Source: an optimization exercise on an open RTL-to-GDS flow (aim: a short achievable clock period). Production flows keep margins and buffers that such runs may drop. The RTL was checked by simulation tests, not by an equivalence proof against the original design. No driver is modelled on the clock port, so clock power and skew are understated where the tree is cut down; a real chip needs a root buffer or a tree. Power and IR drop assume default switching activity.

==> flow/design.v (excerpt) <==
module mc_fifo #(
    parameter int NUM_CHANNELS      = 4,
    parameter int BUFFER_SIZE       = 16,
    parameter int DATA_WIDTH        = 32,
    parameter int ALMOST_FULL_LEVEL = 14,
    localparam int LEVEL_WIDTH      = $clog2(BUFFER_SIZE + 1)
) (
    input  logic                                clock,
    input  logic                                rst_n,
    input  logic [NUM_CHANNELS*DATA_WIDTH-1:0]  data_in,
    input  logic [NUM_CHANNELS-1:0]             data_in_valid,
    output logic [NUM_CHANNELS-1:0]             data_in_full,
    output logic [NUM_CHANNELS-1:0]             data_in_almost_full,
    output logic [NUM_CHANNELS*DATA_WIDTH-1:0]  data_out,
    output logic [NUM_CHANNELS-1:0]             data_out_valid,
    input  logic [NUM_CHANNELS-1:0]             data_out_ack,
    input  logic [NUM_CHANNELS-1:0]             flush,
    output logic [NUM_CHANNELS*LEVEL_WIDTH-1:0] level,
    output logic [NUM_CHANNELS-1:0]             overflow
);
For scale: roughly 100000 sq um of cells after synthesis.
clock: 4.3 ns
lec_check: 0
cap_margin: 20
core_margin: 2
core_utilization: 55
setup_slack_margin: 2.55
slew_margin: 20
standard.sh (not shown) runs the stock make flow with config.mk's settings and CLKGATE_MAP_FILE= SYNTH_SCRIPT=/design/flow/synth_recipe.tcl, a recipe that flattens the netlist after the stock synthesis.
==> flow/flow/run.sh <==
#!/bin/bash
# Standard ORFS layout with three additions:
#  - flow/io.tcl: each channel's ports on one edge of the die, data_in and
#    data_out bits interleaved;
#  - flow/pull_outputs.tcl (before detailed placement): output registers and
#    their port buffers moved next to their pins;
#  - flow/post_cts.tcl (after CTS): the top of the clock tree rebuilt as four
#    inverters fed by the clock port.
# make's output goes to make.log; each ORFS step writes its own log under
# orfs/logs/.
set -euo pipefail
W=$(pwd)
bash standard.sh \
  "IO_CONSTRAINTS=$W/flow/io.tcl" \
  "PLACE_PINS_ARGS=-min_distance 5" \
  "PRE_DETAIL_PLACE_TCL=$W/flow/pull_outputs.tcl" \
  "CTS_ARGS=-sink_clustering_enable -repair_clock_nets -sink_clustering_size 20 -sink_clustering_max_diameter 100" \
  SKIP_CTS_REPAIR_TIMING=1 \
  "POST_CTS_TCL=$W/flow/post_cts.tcl" \
  finish > make.log 2>&1
Other scripts of this flow, unchanged in this note and not shown: flow/flow/io.tcl, flow/flow/post_cts.tcl, flow/flow/pull_outputs.tcl, flow/flow/rework.tcl
Change:
--- a/flow/design.v
+++ b/flow/design.v
@@ -128,36 +128,27 @@
         logic [DATA_WIDTH-1:0]  ent1;
         always_ff @(posedge clock) begin
             ack_r <= data_out_ack[c];
             for (int i = 1; i < BUFFER_SIZE; i++)
                 wr_r[i] <= data_in_valid[c] & (data_out_ack[c] ? oh_q[i+1] : oh_q[i]);
             din_r <= din;
         end
         assign ent1 = wr_r[1] ? din_r
                               : (ack_r ? mem[2*DATA_WIDTH +: DATA_WIDTH] : mem[DATA_WIDTH +: DATA_WIDTH]);
-        logic                  le1;
-        logic [DATA_WIDTH-1:0] head_d;
-        assign le1 = oh_q[0] | oh_q[1];
-        always_comb begin
-            case (op)
-                2'b00:   head_d = mem[0 +: DATA_WIDTH];
-                2'b01:   head_d = le1 ? '0 : ent1;
-                2'b10:   head_d = oh_q[0] ? din : mem[0 +: DATA_WIDTH];
-                default: head_d = le1 ? din : ent1;
-            endcase
-        end
         always_ff @(posedge clock or negedge rst_n) begin
             if (!rst_n)
                 mem[0 +: DATA_WIDTH] <= '0;
             else if (flush[c])
                 mem[0 +: DATA_WIDTH] <= '0;
-            else
-                mem[0 +: DATA_WIDTH] <= head_d;
+            else if (data_out_ack[c])
+                mem[0 +: DATA_WIDTH] <= (oh_q[0] | oh_q[1]) ? (data_in_valid[c] ? din : '0) : ent1;
+            else if (data_in_valid[c] && oh_q[0])
+                mem[0 +: DATA_WIDTH] <= din;
         end
         for (genvar i = 1; i < BUFFER_SIZE; i++) begin : g_ent
             if (i < BUFFER_SIZE - 1) begin : g_mid
                 always_ff @(posedge clock) begin
                     if (wr_r[i])
                         mem[i*DATA_WIDTH +: DATA_WIDTH] <= din_r;
                     else if (ack_r)
                         mem[i*DATA_WIDTH +: DATA_WIDTH] <= mem[(i+1)*DATA_WIDTH +: DATA_WIDTH];
                 end
Combinational power decreases by 10%; global-route usage goes down by 2.8 points; sequential power stays flat; via count went down by 5.4%; utilization shrinks by 2.1 points; worst hold slack is better by 0.0042 ns; total power decreases by about 0.9%; setup slack is better by 0.33 ns; area after synthesis went down by 0.97%; sequential share of layout area grows by 2.1 points; routed wire length decreases by 12%; sequential cell count is unchanged; fmax rose by 18%.

==> re-timing with driven ports <==
The flow's constraints put no driver on any port. The routed layouts listed below were extracted and timed again, unchanged, in two steps. Step 1 assumes that a clkbuf_16 drives the clock port and a buf_2 every other input. Step 2 times the ports against the registers' clock, not the clock port: input delays grow and output delays shrink by t, the midpoint of the rising clock arrivals with the driver on. a / b / c = ideal / step 1 / step 2; a / b = the first two.
run	t (ns)	setup slack, ns	worst setup path after step 2	clock arrival spread, ns	cell pins on the clock port's net
the first run	0.682	2.135 / 2.134 / 1.635	input to register	0.061 / 0.064	4
the second run	0.678	2.470 / 2.211 / 1.977	input to register	0.028 / 0.028	4
After both steps every run listed still meets setup and hold. The setup slack of the first run, which loses most, moves by -0.001 ns with the drivers and by -0.500 ns with both steps.
